Context: an optimization exercise on an open-source flow, tuned for small area, a short achievable clock period and few clock cycles per item. The choices shown serve that exercise and are no tape-out recipe.
In this exercise RTL edits were held to simulation tests only and were not proved equivalent to the original.

==> flow/design.v <==
`default_nettype none
package dta_pkg;
    localparam logic [15:0] TEMP_OFFSET = 16'd4464;
    localparam logic [15:0] TEMP_ERROR  = 16'hC190;
    localparam logic [15:0] TEMP_SAT    = 16'h7FFF;
    localparam logic [15:0] Q_SAT       = 16'd37232;
    localparam logic [1:0] REG_FILTER_ON     = 2'd0;
    localparam logic [1:0] REG_WINDOW_LENGTH = 2'd1;
    localparam logic [1:0] REG_REFERENCE_CAL = 2'd2;
endpackage
`default_nettype wire
`default_nettype none
module dta_div #(
    parameter int NB        = 16,
    parameter int DW        = 12,
    parameter int RPS       = 1,
    parameter int PW        = 1,
    parameter bit LAST_COMB = 1'b0
) (
    input  wire logic          aclk,
    input  wire logic          aresetn,
    input  wire logic          en,
    input  wire logic          vin,
    input  wire logic [DW-1:0] rem_in,
    input  wire logic [NB-1:0] lo_in,
    input  wire logic [DW-1:0] d_in,
    input  wire logic [DW+1:0] d3_in,
    input  wire logic [PW-1:0] p_in,
    output logic               vout,
    output logic [DW-1:0]      rem_out,
    output logic [NB-1:0]      q_out,
    output logic [PW-1:0]      p_out
);
    localparam int NR = NB / 2;
    localparam int NS = (NR + RPS - 1) / RPS;
    logic          v_s   [NS+1];
    logic [DW-1:0] rem_s [NS+1];
    logic [NB-1:0] lo_s  [NS+1];
    logic [DW-1:0] d_s   [NS+1];
    logic [DW+1:0] d3_s  [NS+1];
    logic [PW-1:0] p_s   [NS+1];
    assign v_s[0]   = vin;
    assign rem_s[0] = rem_in;
    assign lo_s[0]  = lo_in;
    assign d_s[0]   = d_in;
    assign d3_s[0]  = d3_in;
    assign p_s[0]   = p_in;
    for (genvar s = 0; s < NS; s++) begin : g_st
        localparam int R0 = s * RPS;
        localparam int R1 = ((s + 1) * RPS < NR) ? (s + 1) * RPS : NR;
        logic [DW-1:0] rem_c;
        logic [NB-1:0] lo_c;
        always_comb begin
            logic [DW+1:0] t;
            logic [DW+2:0] s1;
            logic [DW+2:0] s2;
            logic [DW+2:0] s3;
            rem_c = rem_s[s];
            lo_c  = lo_s[s];
            for (int r = R0; r < R1; r++) begin
                t  = {rem_c, lo_c[NB-1:NB-2]};
                s1 = {1'b0, t} - {3'b000, d_s[s]};
                s2 = {1'b0, t} - {2'b00, d_s[s], 1'b0};
                s3 = {1'b0, t} - {1'b0, d3_s[s]};
                if (!s3[DW+2]) begin
                    rem_c = s3[DW-1:0];
                    lo_c  = {lo_c[NB-3:0], 2'd3};
                end else if (!s2[DW+2]) begin
                    rem_c = s2[DW-1:0];
                    lo_c  = {lo_c[NB-3:0], 2'd2};
                end else if (!s1[DW+2]) begin
                    rem_c = s1[DW-1:0];
                    lo_c  = {lo_c[NB-3:0], 2'd1};
                end else begin
                    rem_c = t[DW-1:0];
                    lo_c  = {lo_c[NB-3:0], 2'd0};
                end
            end
        end
        if (LAST_COMB && (s == NS - 1)) begin : g_comb
            assign v_s[s+1]   = v_s[s];
            assign rem_s[s+1] = rem_c;
            assign lo_s[s+1]  = lo_c;
            assign d_s[s+1]   = d_s[s];
            assign d3_s[s+1]  = d3_s[s];
            assign p_s[s+1]   = p_s[s];
        end else begin : g_reg
            logic          v_r;
            logic [DW-1:0] rem_r;
            logic [NB-1:0] lo_r;
            logic [DW-1:0] d_r;
            logic [DW+1:0] d3_r;
            logic [PW-1:0] p_r;
            always_ff @(posedge aclk) begin
                if (!aresetn) begin
                    v_r <= 1'b0;
                end else if (en) begin
                    v_r <= v_s[s];
                end
            end
            always_ff @(posedge aclk) begin
                if (en) begin
                    rem_r <= rem_c;
                    lo_r  <= lo_c;
                    d_r   <= d_s[s];
                    d3_r  <= d3_s[s];
                    p_r   <= p_s[s];
                end
            end
            assign v_s[s+1]   = v_r;
            assign rem_s[s+1] = rem_r;
            assign lo_s[s+1]  = lo_r;
            assign d_s[s+1]   = d_r;
            assign d3_s[s+1]  = d3_r;
            assign p_s[s+1]   = p_r;
        end
    end
    assign vout    = v_s[NS];
    assign rem_out = rem_s[NS];
    assign q_out   = lo_s[NS];
    assign p_out   = p_s[NS];
endmodule
`default_nettype wire
`default_nettype none
module dta_ram #(
    parameter int WIDTH = 16,
    parameter int DEPTH = 32
) (
    input  wire logic                     aclk,
    input  wire logic                     we,
    input  wire logic [$clog2(DEPTH)-1:0] waddr,
    input  wire logic [WIDTH-1:0]         wdata,
    input  wire logic [$clog2(DEPTH)-1:0] raddr_a,
    output logic      [WIDTH-1:0]         rdata_a,
    input  wire logic [$clog2(DEPTH)-1:0] raddr_b,
    output logic      [WIDTH-1:0]         rdata_b
);
    logic [WIDTH-1:0] mem [DEPTH];
    always_ff @(posedge aclk) begin
        if (we) begin
            mem[waddr] <= wdata;
        end
    end
    assign rdata_a = mem[raddr_a];
    assign rdata_b = mem[raddr_b];
endmodule
`default_nettype wire
`default_nettype none
import dta_pkg::*;
module die_temperature_average
#(
    parameter int MAX_WINDOW   = 32,
    parameter int READING_BITS = 12,
    parameter int CONV_RPS     = 1,
    parameter int MEAN_RPS     = 2
) (
    input  wire logic                                  aclk,
    input  wire logic                                  aresetn,
    input  wire logic [((2*READING_BITS+7)/8)*8-1:0]   s_tdata,
    input  wire logic                                  s_tuser,
    input  wire logic                                  s_tvalid,
    output logic                                       s_tready,
    output logic [15:0]                                m_tdata,
    output logic                                       m_tuser,
    output logic                                       m_tvalid,
    input  wire logic                                  m_tready,
    input  wire logic                                  psel,
    input  wire logic                                  penable,
    input  wire logic                                  pwrite,
    input  wire logic [3:0]                            paddr,
    input  wire logic [31:0]                           pwdata,
    output logic [31:0]                                prdata,
    output logic                                       pready
);
    localparam int RB = READING_BITS;
    logic          filter_on_reg;
    logic [5:0]    window_length_reg;
    logic [RB-1:0] ref_cal_reg;
    logic [19:0]   cal165_reg;     
    logic [5:0]    win_reg;        
    logic [7:0]    win3_reg;       
    logic          dofilt_reg;     
    logic          cfg_write;
    logic [5:0]    wl_new;
    logic [5:0]    win_new;
    assign pready    = 1'b1;
    assign cfg_write = psel & penable & pwrite;
    always_comb begin
        wl_new = pwdata[5:0];
        if (wl_new == 6'd0)       win_new = 6'd1;
        else if (wl_new > 6'd32)  win_new = 6'd32;
        else                      win_new = wl_new;
    end
    always_ff @(posedge aclk) begin
        if (!aresetn) begin
            filter_on_reg     <= 1'b1;
            window_length_reg <= 6'd8;
            ref_cal_reg       <= RB'(1500);
            win_reg           <= 6'd8;
            win3_reg          <= 8'd24;
            dofilt_reg        <= 1'b1;
        end else if (cfg_write) begin
            case (paddr[3:2])
                REG_FILTER_ON: begin
                    filter_on_reg <= pwdata[0];
                    dofilt_reg    <= pwdata[0] && (win_reg > 6'd1);
                end
                REG_WINDOW_LENGTH: begin
                    window_length_reg <= pwdata[5:0];
                    win_reg           <= win_new;
                    win3_reg          <= 8'(win_new) * 8'd3;
                    dofilt_reg        <= filter_on_reg && (win_new > 6'd1);
                end
                REG_REFERENCE_CAL: ref_cal_reg <= pwdata[RB-1:0];
                default: ;
            endcase
        end
    end
    always_ff @(posedge aclk) begin
        cal165_reg <= 20'(ref_cal_reg) * 20'd165;
    end
    always_comb begin
        case (paddr[3:2])
            REG_FILTER_ON:     prdata = {31'd0, filter_on_reg};
            REG_WINDOW_LENGTH: prdata = {26'd0, window_length_reg};
            REG_REFERENCE_CAL: prdata = 32'(ref_cal_reg);
            default:           prdata = 32'd0;
        endcase
    end
    logic en;
    logic adv;
    logic walking;
    logic f_v;
    logic m_valid_reg;
    assign adv      = !m_valid_reg || m_tready;
    assign en       = adv && !(walking && f_v);
    assign s_tready = en;
    logic          a_v;
    logic [RB-1:0] a_s;
    logic [RB-1:0] a_r;
    logic [RB+1:0] a_r3;
    logic          a_err;
    always_ff @(posedge aclk) begin
        if (!aresetn)  a_v <= 1'b0;
        else if (en)   a_v <= s_tvalid;
    end
    always_ff @(posedge aclk) begin
        if (en) begin
            a_r   <= s_tdata[RB-1:0];
            a_r3  <= {2'b00, s_tdata[RB-1:0]} + {1'b0, s_tdata[RB-1:0], 1'b0};
            a_s   <= s_tdata[2*RB-1:RB];
            a_err <= s_tuser || (s_tdata[RB-1:0] == '0);
        end
    end
    logic          b1_v;
    logic [25:0]   b1_pl;
    logic [25:0]   b1_ph;
    logic [RB-1:0] b1_r;
    logic [RB+1:0] b1_r3;
    logic          b1_err;
    always_ff @(posedge aclk) begin
        if (!aresetn)  b1_v <= 1'b0;
        else if (en)   b1_v <= a_v;
    end
    always_ff @(posedge aclk) begin
        if (en) begin
            b1_pl  <= 26'(a_s[5:0]) * 26'(cal165_reg);
            b1_ph  <= 26'(a_s[11:6]) * 26'(cal165_reg);
            b1_r   <= a_r;
            b1_r3  <= a_r3;
            b1_err <= a_err;
        end
    end
    logic [31:0]   b_p;
    logic [12:0]   b_s1;
    assign b_p  = 32'(b1_pl) + {b1_ph, 6'd0};
    assign b_s1 = {1'b0, b_p[16:5]} + {1'b0, b_p[4:0], 7'd0};
    logic          b2_v;
    logic [26:0]   b2_a0;
    logic          b2_c1;
    logic [11:0]   b2_r1;
    logic [RB-1:0] b2_r;
    logic [RB+1:0] b2_r3;
    logic          b2_err;
    always_ff @(posedge aclk) begin
        if (!aresetn)  b2_v <= 1'b0;
        else if (en)   b2_v <= b1_v;
    end
    always_ff @(posedge aclk) begin
        if (en) begin
            b2_a0  <= b_p[31:5];
            b2_c1  <= b_s1[12];
            b2_r1  <= b_s1[11:0];
            b2_r   <= b1_r;
            b2_r3  <= b1_r3;
            b2_err <= b1_err;
        end
    end
    logic [14:0] y_A1;
    logic [15:0] y_x2;
    logic [15:0] y_k2s;
    assign y_A1  = b2_a0[26:12];
    assign y_x2  = {1'b0, y_A1} + 16'(b2_c1) + {4'd0, b2_r1};
    assign y_k2s = y_x2 + {12'd0, y_x2[15:12]} + 16'd1;
    logic          d1_v;
    logic [26:0]   d1_base;
    logic [3:0]    d1_k;
    logic [RB-1:0] d1_r;
    logic [RB+1:0] d1_r3;
    logic          d1_err;
    always_ff @(posedge aclk) begin
        if (!aresetn)  d1_v <= 1'b0;
        else if (en)   d1_v <= b2_v;
    end
    always_ff @(posedge aclk) begin
        if (en) begin
            d1_base <= b2_a0 + 27'(y_A1);
            d1_k    <= 4'(b2_c1) + y_k2s[15:12];
            d1_r    <= b2_r;
            d1_r3   <= b2_r3;
            d1_err  <= b2_err;
        end
    end
    logic          d_v;
    logic [26:0]   d_y;
    logic [RB-1:0] d_r;
    logic [RB+1:0] d_r3;
    logic          d_err;
    always_ff @(posedge aclk) begin
        if (!aresetn)  d_v <= 1'b0;
        else if (en)   d_v <= d1_v;
    end
    always_ff @(posedge aclk) begin
        if (en) begin
            d_y   <= d1_base + 27'(d1_k);
            d_r   <= d1_r;
            d_r3  <= d1_r3;
            d_err <= d1_err;
        end
    end
    logic          q_v;
    logic [15:0]   q_q;
    logic [RB-1:0] q_rem;
    logic [1:0]    q_p;
    dta_div #(
        .NB        (16),
        .DW        (RB),
        .RPS       (CONV_RPS),
        .PW        (2),
        .LAST_COMB (1'b0)
    ) u_cdiv (
        .aclk    (aclk),
        .aresetn (aresetn),
        .en      (en),
        .vin     (d_v),
        .rem_in  ({1'b0, d_y[26:16]}),
        .lo_in   (d_y[15:0]),
        .d_in    (d_r),
        .d3_in   (d_r3),
        .p_in    ({d_err, ({1'b0, d_y[26:16]} >= d_r)}),
        .vout    (q_v),
        .rem_out (q_rem),
        .q_out   (q_q),
        .p_out   (q_p)
    );
    logic        f_err;
    logic        f_ovf;
    logic [15:0] f_q;
    always_ff @(posedge aclk) begin
        if (!aresetn)  f_v <= 1'b0;
        else if (en)   f_v <= q_v;
    end
    always_ff @(posedge aclk) begin
        if (en) begin
            f_err <= q_p[1];
            f_ovf <= q_p[0];
            f_q   <= q_q;
        end
    end
    logic [15:0] f_smp;
    assign f_smp = (f_ovf || (f_q >= Q_SAT)) ? TEMP_SAT : (f_q - TEMP_OFFSET);
    logic [4:0]         ws_reg;       
    logic [4:0]         slot_reg;     
    logic [5:0]         fill_reg;     
    logic [7:0]         fill3_reg;    
    logic [5:0]         hw_reg;       
    logic signed [20:0] sum_reg;      
    logic [3:0]         wk_reg;       
    logic [5:0]         wk_lim;       
    logic [5:0]         lim_fw;
    logic               wk_acc;       
    logic        g_v;
    logic        g_err;
    logic [15:0] g_smp;
    logic [15:0] g_es;
    logic [15:0] g_ef;
    logic        upd_g;
    logic        upd;
    logic        inc;
    logic [5:0]  slot_inc;
    logic [4:0]  ws_new;
    logic [5:0]  fill_new;
    logic [7:0]  fill3_new;
    logic [5:0]  hw_new;
    logic [4:0]  nx_slot;
    logic [5:0]  nx_fill;
    logic [5:0]  nx_hw;
    logic [4:0]  ra_a;
    logic [4:0]  ra_b;
    logic [15:0] rd_a;
    logic [15:0] rd_b;
    logic [5:0]  wk_i0;
    logic [5:0]  wk_i1;
    assign upd_g     = g_v && !g_err && dofilt_reg;
    assign upd       = en && upd_g;
    assign slot_inc  = {1'b0, slot_reg} + 6'd1;
    assign ws_new    = (slot_inc == win_reg) ? 5'd0 : slot_inc[4:0];
    assign inc       = fill_reg < win_reg;
    assign fill_new  = inc ? fill_reg + 6'd1 : win_reg;
    assign fill3_new = inc ? fill3_reg + 8'd3 : win3_reg;
    assign hw_new    = ({1'b0, slot_reg} == hw_reg) ? hw_reg + 6'd1 : hw_reg;
    assign nx_slot   = upd_g ? ws_new : slot_reg;
    assign nx_fill   = upd_g ? fill_new : fill_reg;
    assign nx_hw     = upd_g ? hw_new : hw_reg;
    assign lim_fw    = (fill_reg < win_reg) ? fill_reg : win_reg;
    assign wk_lim    = (lim_fw < hw_reg) ? lim_fw : hw_reg;
    assign wk_i0     = {1'b0, wk_reg, 1'b0};
    assign wk_i1     = {1'b0, wk_reg, 1'b1};
    assign ra_a      = walking ? wk_i0[4:0] : nx_slot;
    assign ra_b      = walking ? wk_i1[4:0] : nx_fill[4:0];
    dta_ram #(
        .WIDTH (16),
        .DEPTH (MAX_WINDOW)
    ) u_store (
        .aclk    (aclk),
        .we      (upd),
        .waddr   (slot_reg),
        .wdata   (g_smp),
        .raddr_a (ra_a),
        .rdata_a (rd_a),
        .raddr_b (ra_b),
        .rdata_b (rd_b)
    );
    always_ff @(posedge aclk) begin
        if (!aresetn)  g_v <= 1'b0;
        else if (en)   g_v <= f_v;
    end
    always_ff @(posedge aclk) begin
        if (en) begin
            g_err <= f_err;
            g_smp <= f_smp;
        end
    end
    always_ff @(posedge aclk) begin
        if (walking) begin
            g_es <= (wk_i0 < wk_lim) ? rd_a : 16'd0;
            g_ef <= (wk_i1 < wk_lim) ? rd_b : 16'd0;
        end else if (en) begin
            g_es <= ({1'b0, nx_slot} < nx_hw) ? rd_a : 16'd0;
            g_ef <= ((nx_fill < win_reg) && (nx_fill < nx_hw)) ? rd_b : 16'd0;
        end
    end
    logic signed [20:0] sum_new;
    assign sum_new = sum_reg + 21'($signed(g_smp)) + 21'($signed(g_ef)) - 21'($signed(g_es));
    always_ff @(posedge aclk) begin
        if (!aresetn) begin
            ws_reg    <= '0;
            slot_reg  <= '0;
            fill_reg  <= '0;
            fill3_reg <= '0;
            hw_reg    <= '0;
            sum_reg   <= '0;
            walking   <= 1'b0;
            wk_acc    <= 1'b0;
            wk_reg    <= '0;
        end else begin
            wk_acc <= walking;
            if (cfg_write && (paddr[3:2] == REG_WINDOW_LENGTH)) begin
                wk_acc  <= 1'b0;
                walking <= 1'b1;
                wk_reg  <= '0;
                sum_reg <= '0;
            end else if (walking || wk_acc) begin
                if (wk_acc) begin
                    sum_reg <= sum_reg + 21'($signed(g_es)) + 21'($signed(g_ef));
                end
                if (walking) begin
                    wk_reg   <= wk_reg + 4'd1;
                    slot_reg <= ({1'b0, ws_reg} < win_reg) ? ws_reg : 5'd0;
                    if ((wk_i0 + 6'd2) >= wk_lim) begin
                        walking <= 1'b0;
                    end
                end
            end else if (upd) begin
                ws_reg    <= ws_new;
                slot_reg  <= ws_new;
                fill_reg  <= fill_new;
                fill3_reg <= fill3_new;
                hw_reg    <= hw_new;
                sum_reg   <= sum_new;
            end
        end
    end
    logic               h_v;
    logic               h_err;
    logic signed [20:0] h_sum;
    logic [5:0]         h_fill;
    logic [7:0]         h_fill3;
    always_ff @(posedge aclk) begin
        if (!aresetn)  h_v <= 1'b0;
        else if (en)   h_v <= g_v;
    end
    always_ff @(posedge aclk) begin
        if (en) begin
            h_err <= g_err;
            if (g_err) begin
                h_sum   <= 21'($signed(TEMP_ERROR));
                h_fill  <= 6'd1;
                h_fill3 <= 8'd3;
            end else if (dofilt_reg) begin
                h_sum   <= sum_new;
                h_fill  <= fill_new;
                h_fill3 <= fill3_new;
            end else begin
                h_sum   <= 21'($signed(g_smp));
                h_fill  <= 6'd1;
                h_fill3 <= 8'd3;
            end
        end
    end
    logic        h_neg;
    logic [19:0] h_mag;
    assign h_neg = h_sum[20];
    assign h_mag = h_neg ? ~h_sum[19:0] : h_sum[19:0];
    logic        mq_v;
    logic [15:0] mq_q;
    logic [5:0]  mq_rem;
    logic [1:0]  mq_p;
    dta_div #(
        .NB        (16),
        .DW        (6),
        .RPS       (MEAN_RPS),
        .PW        (2),
        .LAST_COMB (1'b1)
    ) u_mdiv (
        .aclk    (aclk),
        .aresetn (aresetn),
        .en      (en),
        .vin     (h_v),
        .rem_in  ({2'b00, h_mag[19:16]}),
        .lo_in   (h_mag[15:0]),
        .d_in    (h_fill),
        .d3_in   (h_fill3),
        .p_in    ({h_err, h_neg}),
        .vout    (mq_v),
        .rem_out (mq_rem),
        .q_out   (mq_q),
        .p_out   (mq_p)
    );
    logic [15:0] m_temp_reg;
    logic        m_err_reg;
    always_ff @(posedge aclk) begin
        if (!aresetn)  m_valid_reg <= 1'b0;
        else if (en)   m_valid_reg <= mq_v;
    end
    always_ff @(posedge aclk) begin
        if (en) begin
            m_temp_reg <= mq_p[0] ? ~mq_q : mq_q;
            m_err_reg  <= mq_p[1];
        end
    end
    assign m_tvalid = m_valid_reg;
    assign m_tdata  = m_temp_reg;
    assign m_tuser  = m_err_reg;
endmodule
`default_nettype wire
==> flow/run.sh <==
#!/bin/bash
# synth_recipe.tcl (not shown) runs the flow's synth.tcl, then flattens the netlist and writes it again
# the make line also repeats each setting of config.mk as NAME=value (left out here)
make -C /OpenROAD-flow-scripts/flow DESIGN_CONFIG=/design/flow/config.mk WORK_HOME=/design/flow/orfs CLKGATE_MAP_FILE= SYNTH_SCRIPT=/design/flow/synth_recipe.tcl finish
==> flow/config.mk <==
export PLATFORM = sky130hd
export DESIGN_NAME = die_temperature_average
export DESIGN_NICKNAME = die_temperature_average
export VERILOG_FILES = /design/flow/design.v
export SDC_FILE = /design/flow/constraint.sdc
export NUM_CORES = 4
export LEC_CHECK = 0
export ABC_AREA = 1
export CAP_MARGIN = 20
export CORE_MARGIN = 2
export CORE_UTILIZATION = 40
export SLEW_MARGIN = 20
==> flow/constraint.sdc <==
create_clock -name core_clock -period 6.0 [get_ports {aclk}]
set_input_delay 1.2000 -clock core_clock [delete_from_list [all_inputs] [get_ports {aclk}]]
set_output_delay 1.2000 -clock core_clock [all_outputs]
set_load 0.01 [all_outputs]
==> qor.log, run 1 <==
qor: cells_and_area.biggestRegsByFlops u_store.mem x512, u_cdiv.g_st.g_reg.lo_r x128, u_cdiv.g_st.g_reg.d3_r x98
qor: worst_hold_path.worst_hold_path_type register to register
qor: critical_path.critPathRequiredTime 6.50 ns
qor: clocking.ctsHtreeMaxLevel 4
qor: timing.slew_violations 0
qor: timing.slew-limit-headroom 0.305
qor: timing.setup_total_negative_slack 0 ns
qor: timing.final_hold_slack 0.361 ns
qor: route.vias_per_cell 5.42
qor: synthesis.yosysSeqAreaShare 0.465
qor: floorplanning.chipHeight 500 um
qor: floorplanning.die_w 500 um
qor: place.globalplace.congestion 0.917
qor: critical_path.worst-setup-path-type register to register
qor: grt.grt_antenna_before_repair 12
qor: clocking.worst_skew_pair.late_latency 0.87 ns
qor: clocking.cts.reportedPaths.clkPinSlew 0.06 ns
qor: grt.largest_net_degree_at_the_start_of_global_routing 179
qor: synthesis.synth.largest_area_cell edfxtp_1
qor: synthesis.synth_top_area_share 0.438
qor: floorplanning.initial_utilization 0.403
qor: synthesis.synth_flop_cell edfxtp_1
qor: critical_path.critPathCaptureType register
qor: clocking.cts_setup_buffers 0
qor: critical_path.critPathArrivalTime 5.87 ns
qor: clocking.cts-hold-fix-buffers 0
qor: synthesis.synth-edff-count 1434
qor: route.route.met3.wl 18600 um
qor: grt.vias_in_the_first_global_route 74680
qor: route.topRoutingLayerUsed met5
qor: synthesis.synth_cells 10532
qor: cells_and_area.syn_to_final_growth 10.3%
qor: timing.fin_skew 0.104 ns
qor: floorplanning.top_level_ports 120
qor: timing.final_period_minus_worst_setup_slack 5.37 ns
qor: critical_path.path_max_fanout 17
qor: clocking.cts_tree done
qor: route.drt_iter0_markers 7758
qor: cells_and_area.post_route_cells_drive_above_1_share 0.0481
qor: route.drt_wl_cell 19.4 um
qor: clocking.postCtsResizedCells 0
qor: route.routed_wl 270000 um
qor: timing.unrepaired_setup_endpoints_after_global_routing no
qor: floorplanning.core_area 244000 um2
qor: clocking.tritoncts.num_buffers 174
qor: route.first_pass_iters 8
qor: route.wl_met1 111000 um
qor: synthesis.post_synth_main_area_contributors edfxtp_1, ha_1, nand2_1
qor: cells_and_area.regMostFlops u_store.mem
qor: synthesis.ys_seq_elements 1564
qor: critical_path.max_stage_delay 0.50 ns
qor: place.port-buffer-count 76
qor: outcome.outcome timing/DRC/antenna clean
qor: synthesis.synth_warnings 16
qor: route.num_vias 75410
qor: cells_and_area.max_reg_flops 512
qor: place.hpwl_after_detailed_placement 188000 um
qor: timing.worstMarginPinSlew 1.04 ns
qor: synthesis.synth.lib_cells_used.distinct 70
qor: route.drc 0
qor: grt.grt_usage 0.212
qor: critical_path.crit_slowest_cell xor2_1
qor: synthesis.syn_area_per_cell 9.33 um2
qor: timing.fmax 0.186 GHz
qor: timing.hold_viol 0
qor: synthesis.postSynth.asyncResetShare 0
qor: timing.report.final.setup_viol 0
qor: synthesis.synth_area 98200 um2
qor: clocking.clock-sinks 1564
qor: run.maxCapViolations 0
qor: clocking.clock-root-buffer clkbuf_16
qor: floorplanning.std_cell_rows 181
qor: grt.global_route_wire_length_before_repair 417000 um
qor: route.wl_met2 128000 um
qor: cells_and_area.finish.net_count 11627
qor: critical_path.setup.worst_path.start_class register
qor: route.postRouteAntennaNets 0
qor: grt.gr-total-overflow 0
qor: clocking.cts_buffer_depth 3
qor: critical_path.worstPathBufferInverterCount 4
qor: timing.min_period_over_period 0.894
qor: critical_path.crit_path_frequent_cell nand2_1
qor: floorplanning.die_area 250000 um2
qor: critical_path.critPathTopFamily compound AO/OA/AOI/OAI gates
per-layer routing:
layer  GRT usage  up-vias
li1            -    35903
met4      0.0883        4
met5           0        -
met3      0.0313      595
met1       0.271    36146
met2       0.359     2762
area by class of cell:
type                            instances  area, um2
Antenna cell                            5       12.5
Clock buffer                          220       4600
Timing Repair Buffer                  220       2110
Clock inverter                        103       1210
Sequential cell                      1564      45700
Multi-Input combinational cell       7228      45600
Inverter                             1359       5130
Tap cell                             3202       4010
Fill cell                           23105     135000
synthesized netlist by cell type (all sizes together) (39+ instances only):
cell type / number
inv: 1355
a21oi: 633
ha: 741
or2: 43
buf: 229
a31oi: 53
dfxtp: 130
nand4: 39
nor2: 407
nor3: 60
o21ai: 453
xnor2: 139
edfxtp: 1434
nand2: 2202
xor2: 307
clkbuf: 171
nand3: 1465
fa: 271
o211ai: 103
through the flow:
stage | instances | util | setup slack (ns) | area (um2)
after floorplan | 10551 | - | 1.08 | 98300
after global placement | 13573 | 0.421 | 0.892 | 103000
after detailed placement | 13573 | 0.421 | 0.875 | 103000
after CTS | 13896 | 0.445 | 0.756 | 108000
after global routing | 13900 | 0.445 | 0.181 | 108000
final | 13901 | 0.445 | 0.633 | 108000
worst paths after layout:
path	slack, ns	end	depth (start not counted)	start
max	0.63	u_mdiv.g_st[0].g_reg.rem_r[5]$_DFFE_PP_	26	h_sum[20]$_SDFFCE_PP1P_
min	0.36	f_q[9]$_DFFE_PP_	0	u_cdiv.g_st[7].g_reg.lo_r[9]$_DFFE_PP_
max reg2reg	0.63	u_mdiv.g_st[0].g_reg.rem_r[5]$_DFFE_PP_	26	h_sum[20]$_SDFFCE_PP1P_
min reg2reg	0.36	f_q[9]$_DFFE_PP_	0	u_cdiv.g_st[7].g_reg.lo_r[9]$_DFFE_PP_
cell families (layout without fill, tap and decap cells):
logic type                 after synthesis  after routing  share of synthesized area
AOI/OAI and AO/OA                     1481           1481                     0.0864
xor gates and xnor gates               446            446                     0.0398
adders and majority gates             1012           1012                      0.150
buffers and inverters                 1759           1902                     0.0720
DFF                                   1564           1564                      0.465
muxes                                    6              6                   0.000675
other                                    2             26                  0.0000764
and+or+nand+nor                       4262           4262                      0.187
layout by cell type (no fill, tap or decap), drive strengths merged, types with 21 or more instances in the layout:
cell type	instances
edfxtp	1434
nor3	60
o31ai	24
nand4	39
dfxtp	130
a31oi	53
nor2	407
a21boi	21
xnor2	139
clkdlybuf4s50	75
inv	1362
buf	145
clkbuf	220
a21o	28
a21oi	633
nand2	2202
o21ai	453
ha	741
conb	21
nand3	1465
fa	271
or2	43
o21bai	38
o211ai	103
clkinv	71
a211oi	27
xor2	307
Testbench counts, summed over its fixed seeds: cycles 2,016, items 1,280.
==> inputs of run 2 (changes only) <==
--- a/flow/design.v
+++ b/flow/design.v
@@ -13,30 +13,28 @@
 module dta_div #(
-    parameter int NB        = 16,
-    parameter int DW        = 12,
-    parameter int RPS       = 1,
-    parameter int PW        = 1,
-    parameter bit LAST_COMB = 1'b0
+    parameter int             NR        = 8,
+    parameter int             DW        = 12,
+    parameter int             PW        = 1,
+    parameter logic [NR-1:0]  REG_AFTER = '1
 ) (
-    input  wire logic          aclk,
-    input  wire logic          aresetn,
-    input  wire logic          en,
-    input  wire logic          vin,
-    input  wire logic [DW-1:0] rem_in,
-    input  wire logic [NB-1:0] lo_in,
-    input  wire logic [DW-1:0] d_in,
-    input  wire logic [DW+1:0] d3_in,
-    input  wire logic [PW-1:0] p_in,
-    output logic               vout,
-    output logic [DW-1:0]      rem_out,
-    output logic [NB-1:0]      q_out,
-    output logic [PW-1:0]      p_out
+    input  wire logic            aclk,
+    input  wire logic            aresetn,
+    input  wire logic            en,
+    input  wire logic            vin,
+    input  wire logic [DW-1:0]   rem_in,
+    input  wire logic [2*NR-1:0] lo_in,
+    input  wire logic [DW-1:0]   d_in,
+    input  wire logic [DW+1:0]   d3_in,
+    input  wire logic [PW-1:0]   p_in,
+    output logic                 vout,
+    output logic [DW-1:0]        rem_out,
+    output logic [2*NR-1:0]      q_out,
+    output logic [PW-1:0]        p_out
 );
-    localparam int NR = NB / 2;
-    localparam int NS = (NR + RPS - 1) / RPS;
-    logic          v_s   [NS+1];
-    logic [DW-1:0] rem_s [NS+1];
-    logic [NB-1:0] lo_s  [NS+1];
-    logic [DW-1:0] d_s   [NS+1];
-    logic [DW+1:0] d3_s  [NS+1];
-    logic [PW-1:0] p_s   [NS+1];
+    localparam int NB = 2 * NR;
+    logic          v_s   [NR+1];
+    logic [DW-1:0] rem_s [NR+1];
+    logic [NB-1:0] lo_s  [NR+1];
+    logic [DW-1:0] d_s   [NR+1];
+    logic [DW+1:0] d3_s  [NR+1];
+    logic [PW-1:0] p_s   [NR+1];
     assign v_s[0]   = vin;
@@ -47,5 +45,3 @@
     assign p_s[0]   = p_in;
-    for (genvar s = 0; s < NS; s++) begin : g_st
-        localparam int R0 = s * RPS;
-        localparam int R1 = ((s + 1) * RPS < NR) ? (s + 1) * RPS : NR;
+    for (genvar r = 0; r < NR; r++) begin : g_row
         logic [DW-1:0] rem_c;
@@ -57,32 +53,21 @@
             logic [DW+2:0] s3;
-            rem_c = rem_s[s];
-            lo_c  = lo_s[s];
-            for (int r = R0; r < R1; r++) begin
-                t  = {rem_c, lo_c[NB-1:NB-2]};
-                s1 = {1'b0, t} - {3'b000, d_s[s]};
-                s2 = {1'b0, t} - {2'b00, d_s[s], 1'b0};
-                s3 = {1'b0, t} - {1'b0, d3_s[s]};
-                if (!s3[DW+2]) begin
-                    rem_c = s3[DW-1:0];
-                    lo_c  = {lo_c[NB-3:0], 2'd3};
-                end else if (!s2[DW+2]) begin
-                    rem_c = s2[DW-1:0];
-                    lo_c  = {lo_c[NB-3:0], 2'd2};
-                end else if (!s1[DW+2]) begin
-                    rem_c = s1[DW-1:0];
-                    lo_c  = {lo_c[NB-3:0], 2'd1};
-                end else begin
-                    rem_c = t[DW-1:0];
-                    lo_c  = {lo_c[NB-3:0], 2'd0};
-                end
+            t  = {rem_s[r], lo_s[r][NB-1:NB-2]};
+            s1 = {1'b0, t} - {3'b000, d_s[r]};
+            s2 = {1'b0, t} - {2'b00, d_s[r], 1'b0};
+            s3 = {1'b0, t} - {1'b0, d3_s[r]};
+            if (!s3[DW+2]) begin
+                rem_c = s3[DW-1:0];
+                lo_c  = {lo_s[r][NB-3:0], 2'd3};
+            end else if (!s2[DW+2]) begin
+                rem_c = s2[DW-1:0];
+                lo_c  = {lo_s[r][NB-3:0], 2'd2};
+            end else if (!s1[DW+2]) begin
+                rem_c = s1[DW-1:0];
+                lo_c  = {lo_s[r][NB-3:0], 2'd1};
+            end else begin
+                rem_c = t[DW-1:0];
+                lo_c  = {lo_s[r][NB-3:0], 2'd0};
             end
         end
-        if (LAST_COMB && (s == NS - 1)) begin : g_comb
-            assign v_s[s+1]   = v_s[s];
-            assign rem_s[s+1] = rem_c;
-            assign lo_s[s+1]  = lo_c;
-            assign d_s[s+1]   = d_s[s];
-            assign d3_s[s+1]  = d3_s[s];
-            assign p_s[s+1]   = p_s[s];
-        end else begin : g_reg
+        if (REG_AFTER[r]) begin : g_reg
             logic          v_r;
@@ -97,3 +82,3 @@
                 end else if (en) begin
-                    v_r <= v_s[s];
+                    v_r <= v_s[r];
                 end
@@ -104,19 +89,26 @@
                     lo_r  <= lo_c;
-                    d_r   <= d_s[s];
-                    d3_r  <= d3_s[s];
-                    p_r   <= p_s[s];
+                    d_r   <= d_s[r];
+                    d3_r  <= d3_s[r];
+                    p_r   <= p_s[r];
                 end
             end
-            assign v_s[s+1]   = v_r;
-            assign rem_s[s+1] = rem_r;
-            assign lo_s[s+1]  = lo_r;
-            assign d_s[s+1]   = d_r;
-            assign d3_s[s+1]  = d3_r;
-            assign p_s[s+1]   = p_r;
-        end
-    end
-    assign vout    = v_s[NS];
-    assign rem_out = rem_s[NS];
-    assign q_out   = lo_s[NS];
-    assign p_out   = p_s[NS];
+            assign v_s[r+1]   = v_r;
+            assign rem_s[r+1] = rem_r;
+            assign lo_s[r+1]  = lo_r;
+            assign d_s[r+1]   = d_r;
+            assign d3_s[r+1]  = d3_r;
+            assign p_s[r+1]   = p_r;
+        end else begin : g_comb
+            assign v_s[r+1]   = v_s[r];
+            assign rem_s[r+1] = rem_c;
+            assign lo_s[r+1]  = lo_c;
+            assign d_s[r+1]   = d_s[r];
+            assign d3_s[r+1]  = d3_s[r];
+            assign p_s[r+1]   = p_s[r];
+        end
+    end
+    assign vout    = v_s[NR];
+    assign rem_out = rem_s[NR];
+    assign q_out   = lo_s[NR];
+    assign p_out   = p_s[NR];
 endmodule
@@ -152,5 +144,3 @@
     parameter int MAX_WINDOW   = 32,
-    parameter int READING_BITS = 12,
-    parameter int CONV_RPS     = 1,
-    parameter int MEAN_RPS     = 2
+    parameter int READING_BITS = 12
 ) (
@@ -323,19 +313,3 @@
     end
-    logic          d_v;
     logic [26:0]   d_y;
-    logic [RB-1:0] d_r;
-    logic [RB+1:0] d_r3;
-    logic          d_err;
-    always_ff @(posedge aclk) begin
-        if (!aresetn)  d_v <= 1'b0;
-        else if (en)   d_v <= d1_v;
-    end
-    always_ff @(posedge aclk) begin
-        if (en) begin
-            d_y   <= d1_base + 27'(d1_k);
-            d_r   <= d1_r;
-            d_r3  <= d1_r3;
-            d_err <= d1_err;
-        end
-    end
     logic          q_v;
@@ -344,8 +318,8 @@
     logic [1:0]    q_p;
+    assign d_y = d1_base + 27'(d1_k);
     dta_div #(
-        .NB        (16),
+        .NR        (8),
         .DW        (RB),
-        .RPS       (CONV_RPS),
         .PW        (2),
-        .LAST_COMB (1'b0)
+        .REG_AFTER (8'b0101_0101)
     ) u_cdiv (
@@ -354,8 +328,8 @@
         .en      (en),
-        .vin     (d_v),
+        .vin     (d1_v),
         .rem_in  ({1'b0, d_y[26:16]}),
         .lo_in   (d_y[15:0]),
-        .d_in    (d_r),
-        .d3_in   (d_r3),
-        .p_in    ({d_err, ({1'b0, d_y[26:16]} >= d_r)}),
+        .d_in    (d1_r),
+        .d3_in   (d1_r3),
+        .p_in    ({d1_err, ({1'b0, d_y[26:16]} >= d1_r)}),
         .vout    (q_v),
@@ -368,13 +342,6 @@
     logic [15:0] f_q;
-    always_ff @(posedge aclk) begin
-        if (!aresetn)  f_v <= 1'b0;
-        else if (en)   f_v <= q_v;
-    end
-    always_ff @(posedge aclk) begin
-        if (en) begin
-            f_err <= q_p[1];
-            f_ovf <= q_p[0];
-            f_q   <= q_q;
-        end
-    end
+    assign f_v   = q_v;
+    assign f_err = q_p[1];
+    assign f_ovf = q_p[0];
+    assign f_q   = q_q;
     logic [15:0] f_smp;
@@ -539,7 +506,6 @@
     dta_div #(
-        .NB        (16),
+        .NR        (8),
         .DW        (6),
-        .RPS       (MEAN_RPS),
         .PW        (2),
-        .LAST_COMB (1'b1)
+        .REG_AFTER (8'b0010_1010)
     ) u_mdiv (
--- a/flow/config.mk
+++ b/flow/config.mk
@@ -11,2 +11,3 @@
 export CORE_UTILIZATION = 40
+export SETUP_SLACK_MARGIN = 2.0
 export SLEW_MARGIN = 20
==> run 2 against run 1 <==
  * Still clean
  * Global-route usage is 2.9 points higher
  * Worst setup slack improved by 0.93 ns
  * Register-to-register slack better by 0.93 ns
  * Wire length is 10% higher
  * Area after synthesis is 6.8% lower
  * Clock-buffer cell count shrank 37
  * Sequential cell count is 260 lower
==> qor.log, run 2 <==
qor: timing.report.final.setup_viol 0
qor: route.drt_wl_cell 20.6 um
qor: synthesis.synth-edff-count 1180
qor: timing.fin_skew 0.0900 ns
qor: route.postRouteAntennaNets 0
qor: critical_path.critPathArrivalTime 4.96 ns
qor: clocking.clock-sinks 1304
qor: clocking.tritoncts.num_buffers 150
qor: critical_path.critPathRequiredTime 6.52 ns
qor: timing.slew_violations 0
qor: critical_path.crit_slowest_cell edfxtp_1
qor: synthesis.synth_warnings 16
qor: clocking.cts_tree done
qor: critical_path.worstReg2RegStart u_cdiv.g_row[2].g_reg.rem_r[3]$_DFFE_PP_
qor: floorplanning.chipHeight 482 um
qor: place.port-buffer-count 76
qor: route.drt_iter0_markers 7061
qor: cells_and_area.mostFrequentLayoutCells nand2_1, nand3_1, inv_1
qor: route.wl_met1 123000 um
qor: synthesis.synth_flop_cell edfxtp_1
qor: timing.setup_total_negative_slack 0 ns
qor: route.vias_per_cell 5.50
qor: place.preCtsSetupSlack 0.713 ns
qor: floorplanning.die_w 482 um
qor: run.maxCapViolations 0
qor: synthesis.yosys.area_share.adder 0.160
qor: timing.min_period_over_period 0.740
qor: floorplanning.std_cell_rows 175
qor: clocking.ctsHtreeMaxLevel 4
qor: critical_path.path_max_fanout 4
qor: critical_path.max_stage_delay 0.46 ns
qor: critical_path.crit_path_frequent_cell buf_4
qor: route.first_pass_iters 9
qor: cells_and_area.filler_cell_count 20405
qor: clocking.cts.reportedPaths.clkPinSlew 0.06 ns
qor: grt.largest_net_degree_at_the_start_of_global_routing 174
qor: route.routed_wl 297000 um
qor: synthesis.synthTopCellsByCount nand2_1, nand3_1, inv_1, edfxtp_1, ha_1
qor: route.topRoutingLayerUsed met5
qor: worst_hold_path.worst_hold_path_type register to register
qor: synthesis.synth.lib_cells_used.distinct 64
qor: cells_and_area.syn_to_final_growth 24.2%
qor: synthesis.postSynth.asyncResetShare 0
qor: grt.gr-total-overflow 0
qor: synthesis.yosysSeqAreaShare 0.414
qor: floorplanning.die_area 233000 um2
qor: synthesis.synth.area.mux_share 0.000109
qor: critical_path.critPathCaptureType register
qor: place.hpwl_after_detailed_placement 188000 um
qor: clocking.worst_skew_pair.late_latency 0.85 ns
qor: synthesis.synth_top_family_by_area simple AND/OR/NAND/NOR gates
qor: floorplanning.top_level_ports 120
qor: grt.grt_antenna_before_repair 12
qor: timing.final_period_minus_worst_setup_slack 4.44 ns
qor: synthesis.post_synth_main_area_contributors edfxtp_1, nand2_1, ha_1
qor: synthesis.synth_xor_xnor_area_share 0.0426
qor: grt.global_route_wire_length_before_repair 438000 um
qor: clocking.clock-root-buffer clkbuf_16
qor: grt.grt_usage 0.241
qor: route.route.met3.wl 22500 um
qor: synthesis.synth_cells 10594
qor: synthesis.ys_seq_elements 1304
qor: synthesis.synth-simple-area-share 0.215
qor: synthesis.synth.largest_area_cell edfxtp_1
qor: critical_path.crit_path_start u_cdiv.g_row[2].g_reg.rem_r[3]$_DFFE_PP_
qor: synthesis.synth_compound_area_frac 0.0897
qor: cells_and_area.post_route_cells_drive_above_1_share 0.198
qor: worst_hold_path.hold_path_startpoint b2_err$_DFFE_PP_
qor: synthesis.synth.most_common_cell nand2_1
qor: timing.unrepaired_setup_endpoints_after_global_routing yes
qor: outcome.outcome timing/DRC/antenna clean
qor: timing.fmax 0.225 GHz
qor: place.placedCellCount 13418
qor: grt.vias_in_the_first_global_route 77196
qor: timing.fin_ws 1.56 ns
qor: cells_and_area.design_area 114000 um2
qor: clocking.cts_buffer_depth 3
qor: cells_and_area.layout.cells.most_common nand2_1
qor: cells_and_area.finish.net_count 12352
qor: cells_and_area.regMostFlops u_store.mem
qor: synthesis.syn_area_per_cell 8.64 um2
qor: route.wl_met2 137000 um
qor: timing.hold_viol 0
qor: critical_path.worst-setup-path-type register to register
qor: cells_and_area.stdcell_count 14410
qor: synthesis.synth_area 91600 um2
qor: critical_path.setup.worst_path.start_class register
qor: cells_and_area.max_reg_flops 512
qor: cells_and_area.biggestRegsByFlops u_store.mem x512, u_cdiv.g_row.g_reg.lo_r x64, u_cdiv.g_row.g_reg.d3_r x56
qor: timing.slew-limit-headroom 0.230
qor: floorplanning.core_area 227000 um2
qor: timing.worstMarginPinSlew 1.15 ns
qor: route.num_vias 79325
qor: place.globalplace.congestion 0.947
qor: place.post_dp_cell_area 96100 um2
qor: synthesis.synth_top_area_share 0.387
qor: floorplanning.initial_utilization 0.403
qor: route.drc 0
==> run 2: changes by cell type after synthesis, moves of 20 or more <==
cell / previous run / this run
buf_2: 149 / 171
buf_4: 68 / 35
a31oi_1: 52 / 31
nand3_1: 1462 / 1367
edfxtp_1: 1434 / 1180
nand4_1: 39 / 97
o21ai_0: 437 / 417
nand2_1: 2190 / 2542
==> run 2: logic make-up after synthesis <==
kind of cell,Yosys count
simple gates,4596
buf+inv,1789
compound gates,1445
flops,1304
fa+ha+maj,1012
xor+xnor,445
other cells,2
mux,1
==> run 2: path summary, 6_finish.rpt <==
path                                                                 end  cells past startpoint  slack [ns]
worst max-delay path            u_cdiv.g_row[4].g_reg.rem_r[6]$_DFFE_PP_                     27        1.56
worst min-delay path                                    d1_err$_DFFE_PP_                      0        0.35
worst max register to register  u_cdiv.g_row[4].g_reg.rem_r[6]$_DFFE_PP_                     27        1.56
worst min register to register                          d1_err$_DFFE_PP_                      0        0.35
==> run 2: per-stage QoR <==
stage / hold slack, ns / utilization
floorplan: 0.381 / -
global placement: 0.401 / 0.423
detailed placement: 0.405 / 0.423
CTS: 0.341 / 0.478
global route: 0.357 / 0.500
finish: 0.349 / 0.500
==> run 2: layer usage <==
layer | vias up | track usage
li1 | 37079 | -
met1 | 38273 | 0.317
met2 | 3199 | 0.390
met3 | 768 | 0.0418
met4 | 6 | 0.108
met5 | - | 0
==> run 2: final cells by class <==
cell class / instances / area, um2 / share of cell area
Timing Repair inverter: 9 / 93.8 / 0.000825
Antenna cell: 4 / 10.0 / 0.0000880
Multi-Input combinational cell: 7533 / 52700 / 0.464
Clock buffer: 183 / 3980 / 0.0350
Inverter: 1386 / 5500 / 0.0483
Sequential cell: 1304 / 38000 / 0.334
Timing Repair Buffer: 888 / 8370 / 0.0736
Tap cell: 3009 / 3760 / 0.0331
Clock inverter: 94 / 1280 / 0.0113
==> run 2: worst max-delay path: cells and delay by family, from the launching register on <==
family | cells | cell delay [ns]
compound gates | 8 | 1.28
fa+ha+maj | 2 | 0.45
buf+inv | 10 | 1.33
flops | 1 | 0.46
simple gates | 7 | 0.61
==> run 2: what timing repair did <==
item                                    4_1_cts  5_1_grt
cloned                                       23       12
resized for setup                           854      733
buffers inserted                            436      239
endpoints found under the setup margin      174      176
hold buffers                                  0        0
pin swaps                                   297      398
Testbench counts of run 2, summed over its fixed seeds: cycles 1,830, items 1,280.
==> inputs of run 3 (changes only) <==
--- a/flow/design.v
+++ b/flow/design.v
@@ -230,3 +230,2 @@
     logic [RB-1:0] a_r;
-    logic [RB+1:0] a_r3;
     logic          a_err;
@@ -239,3 +238,2 @@
             a_r   <= s_tdata[RB-1:0];
-            a_r3  <= {2'b00, s_tdata[RB-1:0]} + {1'b0, s_tdata[RB-1:0], 1'b0};
             a_s   <= s_tdata[2*RB-1:RB];
@@ -248,3 +246,2 @@
     logic [RB-1:0] b1_r;
-    logic [RB+1:0] b1_r3;
     logic          b1_err;
@@ -259,3 +256,2 @@
             b1_r   <= a_r;
-            b1_r3  <= a_r3;
             b1_err <= a_err;
@@ -272,3 +268,2 @@
     logic [RB-1:0] b2_r;
-    logic [RB+1:0] b2_r3;
     logic          b2_err;
@@ -284,3 +279,2 @@
             b2_r   <= b1_r;
-            b2_r3  <= b1_r3;
             b2_err <= b1_err;
@@ -294,7 +288,9 @@
     assign y_k2s = y_x2 + {12'd0, y_x2[15:12]} + 16'd1;
+    logic [26:0] y_base;
+    assign y_base = b2_a0 + 27'(y_A1);
     logic          d1_v;
     logic [26:0]   d1_base;
+    logic [12:0]   d1_bhi1;        
     logic [3:0]    d1_k;
     logic [RB-1:0] d1_r;
-    logic [RB+1:0] d1_r3;
     logic          d1_err;
@@ -306,6 +302,6 @@
         if (en) begin
-            d1_base <= b2_a0 + 27'(y_A1);
+            d1_base <= y_base;
+            d1_bhi1 <= y_base[26:14] + 13'd1;
             d1_k    <= 4'(b2_c1) + y_k2s[15:12];
             d1_r    <= b2_r;
-            d1_r3   <= b2_r3;
             d1_err  <= b2_err;
@@ -318,3 +314,7 @@
     logic [1:0]    q_p;
-    assign d_y = d1_base + 27'(d1_k);
+    logic [RB+1:0] d_r3;
+    logic [14:0] d_ylo;
+    assign d_ylo = {1'b0, d1_base[13:0]} + 15'(d1_k);
+    assign d_y   = {(d_ylo[14] ? d1_bhi1 : d1_base[26:14]), d_ylo[13:0]};
+    assign d_r3 = {2'b00, d1_r} + {1'b0, d1_r, 1'b0};
     dta_div #(
@@ -332,3 +332,3 @@
         .d_in    (d1_r),
-        .d3_in   (d1_r3),
+        .d3_in   (d_r3),
         .p_in    ({d1_err, ({1'b0, d_y[26:16]} >= d1_r)}),
@@ -499,13 +499,19 @@
     logic [19:0] h_mag;
+    logic [5:0]  h_t;
+    logic        h_q14;
+    logic [5:0]  h_rem;
     assign h_neg = h_sum[20];
     assign h_mag = h_neg ? ~h_sum[19:0] : h_sum[19:0];
+    assign h_t   = h_mag[19:14];
+    assign h_q14 = h_t >= h_fill;
+    assign h_rem = h_q14 ? h_t - h_fill : h_t;
     logic        mq_v;
-    logic [15:0] mq_q;
+    logic [13:0] mq_q;
     logic [5:0]  mq_rem;
-    logic [1:0]  mq_p;
+    logic [2:0]  mq_p;
     dta_div #(
-        .NR        (8),
+        .NR        (7),
         .DW        (6),
-        .PW        (2),
-        .REG_AFTER (8'b0010_1010)
+        .PW        (3),
+        .REG_AFTER (7'b001_0101)
     ) u_mdiv (
@@ -515,7 +521,7 @@
         .vin     (h_v),
-        .rem_in  ({2'b00, h_mag[19:16]}),
-        .lo_in   (h_mag[15:0]),
+        .rem_in  (h_rem),
+        .lo_in   (h_mag[13:0]),
         .d_in    (h_fill),
         .d3_in   (h_fill3),
-        .p_in    ({h_err, h_neg}),
+        .p_in    ({h_err, h_neg, h_q14}),
         .vout    (mq_v),
@@ -533,4 +539,4 @@
         if (en) begin
-            m_temp_reg <= mq_p[0] ? ~mq_q : mq_q;
-            m_err_reg  <= mq_p[1];
+            m_temp_reg <= mq_p[1] ? ~{1'b0, mq_p[0], mq_q} : {1'b0, mq_p[0], mq_q};
+            m_err_reg  <= mq_p[2];
         end
--- a/flow/config.mk
+++ b/flow/config.mk
@@ -13 +13,2 @@
 export SLEW_MARGIN = 20
+export TNS_END_PERCENT = 0
==> run 3 against run 2 <==
  * Still clean
  * Area after synthesis fell by 2.1%
  * First-iteration DRC count rose by 5.4%
  * Sequential share of layout area rose by 1.9 points
  * Worst setup slack improved by 0.021 ns
  * Critical path depth fell by 9
  * Final cell count fell by 4.0%
  * Die area fell by 2.1%
  * Hold slack improved by 0.038 ns
  * Clock skew fell by 0.037 ns
  * Largest cell class unchanged
  * Highest routed layer unchanged
==> qor.log, run 3 <==
qor: timing.min_period_over_period 0.737
qor: timing.final_period_minus_worst_setup_slack 4.42 ns
qor: critical_path.critPathCaptureType register
qor: route.first_pass_iters 10
qor: route.drt_wl_cell 20.1 um
qor: place.placedCellCount 13278
qor: synthesis.postSynth.asyncResetShare 0
qor: synthesis.synth.most_common_cell nand2_1
qor: timing.slew_violations 0
qor: clocking.tritoncts.num_buffers 150
qor: timing.fin_skew 0.0533 ns
qor: grt.grt_antenna_before_repair 4
qor: clocking.cts.reportedPaths.clkPinSlew 0.06 ns
qor: clocking.cts-hold-fix-buffers 0
qor: synthesis.post_synth_main_area_contributors edfxtp_1, nand2_1, ha_1
qor: grt.vias_in_the_first_global_route 74204
qor: timing.slew-limit-headroom 0.330
qor: floorplanning.chipHeight 477 um
qor: synthesis.synthTopCellsByCount nand2_1, nand3_1, inv_1, edfxtp_1, ha_1
qor: route.drt_iter0_markers 7445
qor: floorplanning.die_w 477 um
qor: floorplanning.std_cell_rows 173
qor: grt.gr-total-overflow 0
qor: route.routed_wl 279000 um
qor: critical_path.max_stage_delay 0.63 ns
qor: synthesis.synth_warnings 16
qor: synthesis.synth_cells 10425
qor: floorplanning.die_area 228000 um2
qor: critical_path.critPathRequiredTime 6.58 ns
qor: critical_path.path_max_fanout 48
qor: synthesis.synth_area 89600 um2
qor: timing.unrepaired_setup_endpoints_after_global_routing yes
qor: place.port-buffer-count 76
qor: cells_and_area.max_reg_flops 512
qor: critical_path.timing.critical_path.cells inv_2, ha_1, xor2_1, nor2_1, nand2_1, nor2_1, nand2_4, nand3_1, nand3_1, nand2_4, buf_4, nand3_1, nand3_1, nand3_1, nand3_1, nand2_1, nand2_1, inv_1
qor: cells_and_area.design_area 104000 um2
qor: synthesis.synth.lib_cells_used.distinct 67
qor: cells_and_area.post_route_cells_drive_above_1_share 0.115
qor: timing.fmax 0.226 GHz
qor: clocking.cts_buffer_depth 3
qor: grt.grt_usage 0.238
qor: critical_path.crit_path_frequent_cell nand3_1
qor: synthesis.synth-edff-count 1138
qor: route.num_vias 75424
qor: synthesis.syn_area_per_cell 8.60 um2
qor: synthesis.synth_top_area_share 0.381
qor: synthesis.ys_seq_elements 1262
qor: timing.hold_viol 0
qor: grt.global_route_wire_length_before_repair 426000 um
qor: critical_path.crit_slowest_cell buf_4
qor: place.globalplace.congestion 0.918
qor: critical_path.setup.worst_path.start_class register
qor: place.hpwl_after_detailed_placement 191000 um
qor: cells_and_area.stdcell_count 13838
qor: place.post_dp_cell_area 93900 um2
qor: grt.largest_net_degree_at_the_start_of_global_routing 181
qor: floorplanning.core_area 223000 um2
qor: critical_path.critPathArrivalTime 5.00 ns
qor: route.vias_per_cell 5.45
qor: clocking.worst_skew_pair.late_latency 0.83 ns
qor: timing.fin_ws 1.58 ns
qor: timing.worstMarginPinSlew 1.00 ns
qor: synthesis.yosysSeqAreaShare 0.409
qor: floorplanning.initial_utilization 0.403
qor: clocking.cts_tree done
qor: place.preCtsSetupSlack 0.535 ns
qor: cells_and_area.regMostFlops u_store.mem
qor: synthesis.synth.largest_area_cell edfxtp_1
qor: clocking.ctsHtreeMaxLevel 4
qor: route.drc 0
qor: cells_and_area.layout.cells.most_common nand2_1
qor: worst_hold_path.worst_hold_path_type register to register
qor: cells_and_area.syn_to_final_growth 16.0%
qor: cells_and_area.mostFrequentLayoutCells nand2_1, nand3_1, inv_1
qor: synthesis.synth_flop_cell edfxtp_1
qor: cells_and_area.finish.net_count 11797
qor: outcome.outcome timing/DRC/antenna clean
qor: route.postRouteAntennaNets 0
qor: timing.setup_total_negative_slack 0 ns
qor: clocking.clock-sinks 1262
qor: clocking.clock-root-buffer clkbuf_16
qor: critical_path.worst-setup-path-type register to register
qor: timing.report.final.setup_viol 0
qor: floorplanning.top_level_ports 120
qor: run.maxCapViolations 0
qor: cells_and_area.biggestRegsByFlops u_store.mem x512, u_cdiv.g_row.g_reg.lo_r x64, u_cdiv.g_row.g_reg.d3_r x56
## run 3: final timing paths
kind,start,to,slack (ns),cells after the start
setup / recovery,slot_reg[0]$_SDFFE_PN0P_,g_es[6]$_DFFE_PP_,1.58,18
hold / removal,b2_r[0]$_DFFE_PP_,d1_r[0]$_DFFE_PP_,0.39,0
setup reg to reg,slot_reg[0]$_SDFFE_PN0P_,g_es[6]$_DFFE_PP_,1.58,18
hold reg to reg,b2_r[0]$_DFFE_PP_,d1_r[0]$_DFFE_PP_,0.39,0
## run 3: critical path, delay by kind of cell (launching register included)
kind,cells,cell delay (ns)
buf+inv,3,0.87
flops,1,0.58
fa+ha+maj,1,0.41
simple gates,13,2.11
xor+xnor,1,0.16
## run 3: what timing repair did
| action | 4_1_cts | 5_1_grt |
|---|---|---|
| pin swaps | 120 | 85 |
| setup endpoints to repair | 181 | 186 |
| buffers inserted | 214 | 51 |
| gates resized for setup | 482 | 142 |
| gates cloned | 13 | 2 |
## run 3: stage by stage
step / hold slack, ns / util
after floorplan: 0.381 / -
after global placement: 0.402 / 0.422
after detailed placement: 0.405 / 0.422
after CTS: 0.383 / 0.462
after global routing: 0.398 / 0.467
final: 0.387 / 0.467
## run 3: per-layer routing
metal | share of wire | wire length (um) | GRT usage
met5 | 0.000093 | 26 | 0
met2 | 0.45 | 126000 | 0.381
met4 | 0.040 | 11200 | 0.0958
met1 | 0.43 | 120000 | 0.322
met3 | 0.077 | 21500 | 0.0377
## run 3: kinds of logic after synthesis
group,share of synthesized area
AND/OR/NAND/NOR,0.219
AO/OA/AOI/OAI,0.0906
flip-flops,0.409
adder cells (fa/ha/maj),0.161
multiplexers,0.00134
XOR/XNOR,0.0409
other,0.0000838
buffers and inverters,0.0782
## run 3: layout make-up
| class | instances | area (um2) |
|---|---|---|
| Antenna cell | 1 | 2.50 |
| Clock inverter | 100 | 1160 |
| Clock buffer | 179 | 3860 |
| Inverter | 1358 | 5240 |
| Tap cell | 2975 | 3720 |
| Timing Repair inverter | 3 | 21.3 |
| Sequential cell | 1262 | 36700 |
| Fill cell | 21125 | 119000 |
| Timing Repair Buffer | 516 | 4620 |
| Multi-Input combinational cell | 7444 | 48600 |
Testbench counts of run 3, summed over its fixed seeds: cycles 1,830, items 1,280.
==> inputs of run 4 (changes only) <==
--- a/flow/design.v
+++ b/flow/design.v
@@ -356,3 +356,4 @@
     logic [5:0]         wk_lim;       
-    logic [5:0]         lim_fw;
+    logic [5:0]         lim_fw;       
+    logic [5:0]         lim_new;      
     logic               wk_acc;       
@@ -392,2 +393,3 @@
     assign lim_fw    = (fill_reg < win_reg) ? fill_reg : win_reg;
+    assign lim_new   = (fill_reg < win_new) ? fill_reg : win_new;
     assign wk_lim    = (lim_fw < hw_reg) ? lim_fw : hw_reg;
@@ -445,6 +447,9 @@
             if (cfg_write && (paddr[3:2] == REG_WINDOW_LENGTH)) begin
-                wk_acc  <= 1'b0;
-                walking <= 1'b1;
-                wk_reg  <= '0;
-                sum_reg <= '0;
+                wk_acc   <= 1'b0;
+                wk_reg   <= '0;
+                slot_reg <= ({1'b0, ws_reg} < win_new) ? ws_reg : 5'd0;
+                if ((lim_new != lim_fw) || walking || wk_acc) begin
+                    walking <= 1'b1;
+                    sum_reg <= '0;
+                end
             end else if (walking || wk_acc) begin
@@ -455,3 +460,2 @@
                     wk_reg   <= wk_reg + 4'd1;
-                    slot_reg <= ({1'b0, ws_reg} < win_reg) ? ws_reg : 5'd0;
                     if ((wk_i0 + 6'd2) >= wk_lim) begin
--- a/flow/config.mk
+++ b/flow/config.mk
@@ -10,3 +10,3 @@
 export CORE_MARGIN = 2
-export CORE_UTILIZATION = 40
+export CORE_UTILIZATION = 60
 export SETUP_SLACK_MARGIN = 2.0
==> run 4 against run 3 <==
  * Still clean on timing, DRC and antenna
  * Critical path depth increased by 7
  * Via count up 3.0%
  * Area after synthesis rose by 1.8%
  * Sequential share of layout area rose by 0.29 points
  * First-iteration DRC count rose by 11%
  * Fmax fell by 2.8%
  * Hold slack improved by 0.013 ns
  * Critical path type unchanged
==> qor.log, run 4 <==
qor: synthesis.synth_warnings 16
qor: critical_path.critPathCaptureType register
qor: timing.final_period_minus_worst_setup_slack 4.55 ns
qor: synthesis.synth_top_area_share 0.375
qor: place.post_dp_cell_area 94000 um2
qor: timing.setup_total_negative_slack 0 ns
qor: clocking.tritoncts.num_buffers 142
qor: critical_path.worst-setup-path-type register to register
qor: timing.fin_skew 0.0629 ns
qor: route.vias_per_cell 5.95
qor: grt.grt_antenna_before_repair 2
qor: synthesis.synth.lib_cells_used.distinct 80
qor: grt.largest_net_degree_at_the_start_of_global_routing 162
qor: cells_and_area.regMostFlops u_store.mem
qor: route.drt_iter0_markers 8256
qor: place.hpwl_after_detailed_placement 183000 um
qor: cells_and_area.layout.cells.most_common nand2_1
qor: timing.slew-limit-headroom 0.292
qor: grt.busiest_layer met2
qor: grt.global_route.usage.met1 0.469
qor: cells_and_area.design_area 103000 um2
qor: critical_path.max_stage_delay 0.49 ns
qor: critical_path.worstPathBufferInverterCount 5
qor: floorplanning.chipHeight 394 um
qor: clocking.clock-sinks 1262
qor: cells_and_area.syn_to_final_growth 13.0%
qor: clocking.cts-hold-fix-buffers 0
qor: cells_and_area.filler_cell_count 12040
qor: cells_and_area.post_route_cells_drive_above_1_share 0.108
qor: synthesis.synthTopCellsByCount nand2_1, inv_1, nand3_1, edfxtp_1, ha_1
qor: floorplanning.initial_utilization 0.602
qor: clocking.cts_buffer_depth 3
qor: critical_path.crit_slowest_cell edfxtp_1
qor: route.drc 0
qor: outcome.outcome timing/DRC/antenna clean
qor: cells_and_area.area.sequential 36700 um2
qor: route.routed_wl 271000 um
qor: route.postRouteAntennaNets 0
qor: grt.grt_usage 0.339
qor: clocking.worst_skew_pair.late_latency 0.82 ns
qor: clocking.ctsHtreeMaxLevel 4
qor: critical_path.crit_path_frequent_cell a21oi_2
qor: cells_and_area.max_reg_flops 512
qor: cells_and_area.biggestRegsByFlops u_store.mem x512, u_cdiv.g_row.g_reg.lo_r x64, u_cdiv.g_row.g_reg.d3_r x56
qor: cells_and_area.finish.net_count 11966
qor: critical_path.critPathArrivalTime 5.09 ns
qor: floorplanning.top_level_ports 120
qor: timing.fin_ws 1.45 ns
qor: critical_path.critPathTopFamily simple AND/OR/NAND/NOR gates
qor: place.port-buffer-count 76
qor: synthesis.synth_flop_cell edfxtp_1
qor: synthesis.synth_cells 10682
qor: floorplanning.die_w 394 um
qor: grt.vias_in_the_first_global_route 74417
qor: timing.hold_viol 0
qor: synthesis.synth_area 91200 um2
qor: route.num_vias 77655
qor: clocking.cts_tree done
qor: cells_and_area.mostFrequentLayoutCells nand2_1, nand3_1, inv_1
qor: timing.slew_violations 0
qor: timing.final_hold_slack 0.400 ns
qor: critical_path.path_max_fanout 6
qor: clocking.clock-root-buffer clkbuf_16
qor: critical_path.critPathRequiredTime 6.54 ns
qor: synthesis.synth.most_common_cell nand2_1
qor: timing.unrepaired_setup_endpoints_after_global_routing yes
qor: floorplanning.core_area 152000 um2
qor: place.preCtsSetupSlack 0.537 ns
qor: grt.met2_usage 0.535
qor: clocking.cts.reportedPaths.clkPinSlew 0.06 ns
qor: timing.fmax 0.220 GHz
qor: grt.gr-total-overflow 0
qor: timing.min_period_over_period 0.758
qor: synthesis.yosysSeqAreaShare 0.402
qor: route.first_pass_iters 8
qor: timing.report.final.setup_viol 0
qor: grt.use_met3 0.0560
qor: synthesis.syn_area_per_cell 8.54 um2
qor: place.globalplace.congestion 0.935
qor: worst_hold_path.worst_hold_path_type register to register
qor: synthesis.synth-edff-count 1138
qor: run.maxCapViolations 0
qor: floorplanning.die_area 155000 um2
qor: floorplanning.std_cell_rows 143
qor: cells_and_area.antennaDiodeCount 0
qor: critical_path.setup.worst_path.start_class register
qor: synthesis.synth.largest_area_cell edfxtp_1
qor: route.drt_wl_cell 20.8 um
qor: synthesis.ys_seq_elements 1262
qor: grt.global_route_wire_length_before_repair 414000 um
qor: timing.worstMarginPinSlew 1.05 ns
qor: cells_and_area.multi_input_comb_area 49400 um2
qor: synthesis.post_synth_main_area_contributors edfxtp_1, ha_1, nand2_1
qor: synthesis.postSynth.asyncResetShare 0
[run 4: cell types whose count changed after synthesis, sizes merged, moves of 31 or more]
cell    before   now
inv       1351  1450
nand4       77   243
nor2       424   459
o211ai      90    59
a21oi      637   606
o21ai      455   416
[run 4: layer usage]
layer  vias up  wire, um
li1      36497         -
met1     36871    113000
met2      3640    123000
met3       645     24600
met4         2     10200
met5         -         9
[run 4: final cells by class]
class | instances | share of cell area
sequential | 1262 | 0.356
clock inverter | 84 | 0.00931
tap | 2030 | 0.0246
multi-input combinational | 7568 | 0.479
clock buffer | 174 | 0.0357
timing repair inverter | 4 | 0.000267
inverter | 1451 | 0.0539
timing repair buffer | 470 | 0.0413
[run 4: kinds of logic (layout without fill, tap and decap cells)]
kind of cell,Yosys count,in the layout,synth area share
XOR/XNOR,433,433,0.0418
buffers and inverters,1875,2183,0.0835
AO/OA/AOI/OAI,1342,1342,0.0840
multiplexers,5,5,0.000590
adder cells (fa/ha/maj),999,999,0.159
other,2,21,0.0000823
flip-flops,1262,1262,0.402
AND/OR/NAND/NOR,4764,4768,0.229
[run 4: timing repair]
action / in CTS / in global routing
buffers inserted: 123 / 130
gates cloned: 6 / 4
pin swaps: 50 / 108
resized for setup: 249 / 308
endpoints found under the setup margin: 184 / 205
[run 4: path summary, 6_finish.rpt]
| path | from | to | slack [ns] | cells past startpoint |
|---|---|---|---|---|
| min | a_r[5]$_DFFE_PP_ | b1_r[5]$_DFFE_PP_ | 0.40 | 0 |
| max reg2reg | u_cdiv.g_row[2].g_reg.rem_r[0]$_DFFE_PP_ | u_cdiv.g_row[4].g_reg.rem_r[0]$_DFFE_PP_ | 1.45 | 25 |
| max | u_cdiv.g_row[2].g_reg.rem_r[0]$_DFFE_PP_ | u_cdiv.g_row[4].g_reg.rem_r[0]$_DFFE_PP_ | 1.45 | 25 |
| min reg2reg | a_r[5]$_DFFE_PP_ | b1_r[5]$_DFFE_PP_ | 0.40 | 0 |
[run 4: per-stage QoR]
step	util	instances
final	0.680	13043
after global routing	0.680	13043
after CTS	0.664	12909
after detailed placement	0.620	12522
after global placement	0.620	12522
after floorplan	-	10701
Testbench counts of run 4, summed over its fixed seeds: cycles 1,824, items 1,280.

## separate check: timing with driven ports
The results above use ideal ports. As a check the final layouts listed here were re-extracted and re-timed, cells and wires unchanged.
Step 1 (the two cells are an assumption about what drives the block):
set clk [get_ports {aclk}]
set_driving_cell -lib_cell sky130_fd_sc_hd__clkbuf_16 $clk
set_driving_cell -lib_cell sky130_fd_sc_hd__buf_2 [delete_from_list [all_inputs] $clk]
Step 2 adds t to the input delays and takes it off the output delays; t is the mean of the earliest and latest rising clock arrival at the registers after step 1. Input paths then give back, and output paths get back, about the clock's delay inside the block.
a / b / c = ideal ports / drivers / drivers and shift; a / b = the first two.
run	t, ns	setup WS [ns]	hold WS [ns]	clock arrival spread, ns
run 1	0.901	0.633 / 0.633 / 0.633	0.361 / 0.361 / 0.361	0.104 / 0.104
run 2	0.894	1.560 / 1.560 / 1.384	0.349 / 0.349 / 0.349	0.090 / 0.090
run 3	0.908	1.581 / 1.581 / 1.581	0.387 / 0.387 / 0.387	0.075 / 0.076
run 4	0.877	1.452 / 1.452 / 1.116	0.400 / 0.400 / 0.400	0.062 / 0.063
After both steps every run listed still meets setup and hold. For run 4, which loses most, drivers alone change the setup slack by 0.000 ns; drivers and shift together by -0.336 ns.
